This is an optimization exercise on Yosys and OpenROAD, whose aim is small area, not a production implementation. No activity file was given, so power comes from the tool's default toggle rates.

lane 1:
==> module dmem_responder, before the edit <==
module dmem_responder (
    input  logic        CLK,
    input  logic        reset,
    input  logic        req_valid,
    output logic        req_ready,
    input  logic        req_write,
    input  logic [63:0] req_addr,
    input  logic [63:0] req_wdata,
    output logic        rsp_valid,
    input  logic        rsp_ready,
    output logic [63:0] rsp_rdata,
    output logic        rsp_err
);
    localparam int D    = dmem_pkg::DEPTH;
    localparam int IW   = dmem_pkg::IDX_W;
    localparam int NT   = dmem_pkg::N_TAP;
    localparam int STEP = dmem_pkg::STEP;
    localparam logic [1:0] ST_IDLE = 2'd0;
    localparam logic [1:0] ST_W1   = 2'd1;
    localparam logic [1:0] ST_W2   = 2'd2;
    localparam logic [1:0] ST_RESP = 2'd3;
    logic [1:0]    r_state;
    logic [IW-1:0] r_phase;      
    logic [IW-1:0] r_pos;        
    logic          r_err;
    logic          r_ok;         
    logic          r_got;        
    logic          r_pend;       
    logic [63:0]   r_data;
    logic [NT-1:0] w_wr_sel;     
    logic [NT-1:0] w_wr_hold;    
    logic [D*64-1:0] r_slot;     
    logic [D-1:0]  r_slot_wr;    
    logic          w_idle;
    logic          w_accept;
    logic          w_store;
    logic          w_st_load;
    logic [IW-1:0] w_req_idx;
    logic          w_req_err;
    logic          w_req_ok;
    logic [IW-1:0] w_pos_req;    
    logic          w_fwd;
    logic          w_cap_req;
    logic          w_cap_cur;
    logic [NT-1:0] w_rd_sel;
    logic          w_rd_any;
    logic          w_pend_nxt;
    logic [IW-1:0] w_pos_wr;     
    logic [(NT+1)*64-1:0] w_mux_in;
    logic [63:0]   w_rd_data;
    assign w_idle    = (r_state == ST_IDLE);
    assign w_accept  = w_idle & req_valid;
    assign w_req_idx = req_addr[IW+2:3];
    assign w_req_err = (|req_addr[2:0]) | (|req_addr[63:IW+3]);
    assign w_store   = w_accept & req_write & ~w_req_err;
    assign w_st_load = w_accept & req_write;
    assign w_req_ok  = ~req_write & ~w_req_err;
    assign w_pos_req = w_req_idx + r_phase;
    assign w_fwd     = r_pend & (r_pos == w_pos_req);
    assign w_cap_req = w_accept & ~req_write & ~w_fwd;
    assign w_cap_cur = ~w_idle & r_ok;
    always_comb begin
        for (int k = 0; k < NT; k++) begin
            w_rd_sel[k] = r_slot_wr[STEP * k + dmem_pkg::RD_OFF] &
                ((w_cap_req & (w_pos_req == IW'(STEP * k + dmem_pkg::RD_OFF))) |
                 (w_cap_cur & (r_pos == IW'(STEP * k + dmem_pkg::RD_OFF))));
        end
    end
    assign w_rd_any = |w_rd_sel;
    assign w_pos_wr = r_pos + 1'b1;
    always_comb begin
        for (int j = 0; j < NT; j++) begin
            w_wr_sel[j] = r_pend & (w_pos_wr == IW'(STEP * j + dmem_pkg::WR_OFF));
        end
    end
    assign w_wr_hold  = ~w_wr_sel;
    assign w_pend_nxt = ~reset & (w_store | (r_pend & ~(|w_wr_sel)));
    logic [NT*64-1:0] w_slot_in;
    for (genvar j = 0; j < NT; j++) begin : g_wtap
        for (genvar b = 0; b < 64; b++) begin : g_bit
            dmem_tap u_tap (
                .i_d (r_data[b]),
                .i_s (w_wr_sel[j]),
                .i_p (r_slot[64*((STEP * j + dmem_pkg::WR_OFF + D - 1) % D) + b]),
                .i_h (w_wr_hold[j]),
                .o_y (w_slot_in[64*j + b])
            );
        end
    end
    always_ff @(posedge CLK) begin
        for (int s = 0; s < D; s++) begin
            if ((s % STEP) == dmem_pkg::WR_OFF) begin
                r_slot[64*s +: 64] <= w_slot_in[64*(s / STEP) +: 64];
                r_slot_wr[s] <= ~reset & (w_wr_sel[s / STEP] |
                                          (r_slot_wr[(s + D - 1) % D] & w_wr_hold[s / STEP]));
            end else begin
                r_slot[64*s +: 64] <= r_slot[64*((s + D - 1) % D) +: 64];
                r_slot_wr[s] <= ~reset & r_slot_wr[(s + D - 1) % D];
            end
        end
    end
    always_comb begin
        for (int k = 0; k < NT; k++) begin
            w_mux_in[64*k +: 64] = r_slot[64*(STEP * k + dmem_pkg::RD_OFF) +: 64];
        end
        w_mux_in[64*NT +: 64] = req_wdata;
    end
    dmem_array u_rdmux (
        .i_data (w_mux_in),
        .i_sel  ({w_st_load, w_rd_sel}),
        .o_data (w_rd_data)
    );
    always_ff @(posedge CLK) begin
        if (w_st_load | w_rd_any) begin
            r_data <= w_rd_data;
        end
    end
    always_ff @(posedge CLK) begin
        if (reset) begin
            r_state <= ST_IDLE;
            r_phase <= '0;
            r_pend  <= 1'b0;
        end else begin
            r_phase <= r_phase + 1'b1;
            r_pend  <= w_pend_nxt;
            case (r_state)
                ST_IDLE: if (req_valid) r_state <= ST_W1;
                ST_W1:   r_state <= ST_W2;
                ST_W2:   r_state <= ST_RESP;
                default: if (rsp_ready) r_state <= ST_IDLE;
            endcase
        end
    end
    always_ff @(posedge CLK) begin
        r_pos <= (w_accept ? w_pos_req : r_pos) + 1'b1;
    end
    always_ff @(posedge CLK) begin
        if (w_accept) begin
            r_err <= w_req_err;
            r_ok  <= w_req_ok;
            r_got <= w_req_ok & (w_rd_any | w_fwd);
        end else if (w_rd_any) begin
            r_got <= 1'b1;
        end
    end
    assign req_ready = w_idle;
    assign rsp_valid = (r_state == ST_RESP);
    assign rsp_rdata = (r_data & {64{r_got}}) | w_rd_data;
    assign rsp_err   = r_err;
endmodule
clock: 6.0 ns
lec_check: 0
cap_margin: 20
core_margin: 2
core_utilization: 65
cts_buf_list: sky130_fd_sc_hd__clkbuf_16
cts_cluster_diameter: 100
cts_cluster_size: 30
slew_margin: 20
synth_hierarchical: 1
standard.sh (not shown) runs the stock make flow with config.mk's settings and CLKGATE_MAP_FILE= SYNTH_SCRIPT=/design/flow/synth_recipe.tcl, a recipe that flattens the netlist after the stock synthesis.
==> flow/flow/run.sh <==
#!/bin/bash
# Own layout flow: the standard ORFS flow (standard.sh), run whole, with two
# changes passed through ORFS's own environment hooks:
#  - port buffers are sky130_fd_sc_hd__buf_1 instead of the default pick
#    (every input and output port still gets its buffer);
#  - clock tree synthesis clusters about 20 flip-flops per leaf buffer within
#    60 um, with clkbuf_8 buffers, and inserts no dummy loads.
# The full output of the make run is kept in flow_make.log in this folder;
# ORFS's per-step logs stay under orfs/logs/.
set -euo pipefail
export BUFFER_PORTS_ARGS="-buffer_cell sky130_fd_sc_hd__buf_1"
export CTS_ARGS="-sink_clustering_enable -repair_clock_nets -dont_use_dummy_load -buf_list sky130_fd_sc_hd__clkbuf_8 -sink_clustering_size 20 -sink_clustering_max_diameter 60"
bash standard.sh finish > flow_make.log 2>&1
Lane 1: no failed stages, no open violations at the end
Here is what was changed in the inputs of lane 2 compared with lane 1.
diff --git a/flow/design.v b/flow/design.v
--- a/flow/design.v
+++ b/flow/design.v
@@ -80,5 +80,5 @@
     logic [1:0]    r_state;
     logic [IW-1:0] r_phase;      
-    logic [IW-1:0] r_pos;        
+    logic [IW-1:0] r_idx;
     logic          r_err;
     logic          r_ok;         
@@ -98,4 +98,5 @@
     logic          w_req_ok;
     logic [IW-1:0] w_pos_req;    
+    logic [IW-1:0] w_pos_cur;    
     logic          w_fwd;
     logic          w_cap_req;
@@ -115,5 +116,6 @@
     assign w_req_ok  = ~req_write & ~w_req_err;
     assign w_pos_req = w_req_idx + r_phase;
-    assign w_fwd     = r_pend & (r_pos == w_pos_req);
+    assign w_pos_cur = r_idx + r_phase;
+    assign w_fwd     = r_pend & (r_idx == w_req_idx);
     assign w_cap_req = w_accept & ~req_write & ~w_fwd;
     assign w_cap_cur = ~w_idle & r_ok;
@@ -122,9 +124,9 @@
             w_rd_sel[k] = r_slot_wr[STEP * k + dmem_pkg::RD_OFF] &
                 ((w_cap_req & (w_pos_req == IW'(STEP * k + dmem_pkg::RD_OFF))) |
-                 (w_cap_cur & (r_pos == IW'(STEP * k + dmem_pkg::RD_OFF))));
+                 (w_cap_cur & (w_pos_cur == IW'(STEP * k + dmem_pkg::RD_OFF))));
         end
     end
     assign w_rd_any = |w_rd_sel;
-    assign w_pos_wr = r_pos + 1'b1;
+    assign w_pos_wr = w_pos_cur + 1'b1;
     always_comb begin
         for (int j = 0; j < NT; j++) begin
@@ -191,8 +193,6 @@
     end
     always_ff @(posedge CLK) begin
-        r_pos <= (w_accept ? w_pos_req : r_pos) + 1'b1;
-    end
-    always_ff @(posedge CLK) begin
         if (w_accept) begin
+            r_idx <= w_req_idx;
             r_err <= w_req_err;
             r_ok  <= w_req_ok;
### Flow results
- Delta (lane 2 minus lane 1): register share of the cell area rose 0.22 points, area used by multi-input combinational logic fell about 1%.
- In the reports for lane 2 and lane 1, the smaller wire length of the first global-routing pass belongs to lane 1.
- For lane 1, the highest routed metal layer was met4, unlike lane 2, where it was met5.
- The overall power after layout reported for lane 2 is smaller than that of lane 1 by about 0.6%.
- Looking at final worst-path setup slack, lane 2 sits 0.27 ns higher than lane 1 does.
- Lane 2 and lane 1 ended up with nearly the same number of placed cells counting well taps.
- Lane 2 and lane 1 ended up with nearly the same arithmetic-cell share of the synthesized area counting full adders, half adders and majority gates.
- Pin count of the biggest net entering global routing: lower on lane 2
- In lane 2 the non-clock buffer count turned out 7 lower than in lane 1.
- Cmp lane 2 and lane 1 / worst hold margin / lower: lane 1
- Compared with lane 1, in lane 2 portion of total power attributed to sequential cells increased 0.3 points, part of the cycle the worst path needs decreased 4.5 points, cell area after layout essentially unchanged.
No functional check of the RTL was part of any run of this note.

## static timing again, ports no longer ideal
The flow's constraints put no driver on any port. The routed layouts listed below were extracted and timed again, unchanged, in two steps. Step 1, drivers: a clkbuf_16 drives CLK and a buf_2 each remaining input, both assumed. Step 2 times the ports against the registers' clock, not the clock port: input delays grow and output delays shrink by t, the midpoint of the rising clock arrivals with the driver on. a / b / c = ideal / step 1 / step 2; a / b = the first two.
run	shift t [ns]	slack for setup (ns)	worst hold slack (ns)	worst data-port slew with drivers (ns)
lane 1	0.816	0.118 / 0.091 / 0.091	0.290 / 0.290 / 0.290	0.12
lane 2	0.808	0.385 / 0.353 / 0.360	0.295 / 0.295 / 0.295	0.11
After both steps setup and hold are still met in every run listed. For lane 1, which loses most, drivers alone change the setup slack by -0.027 ns; drivers and shift together by -0.027 ns.
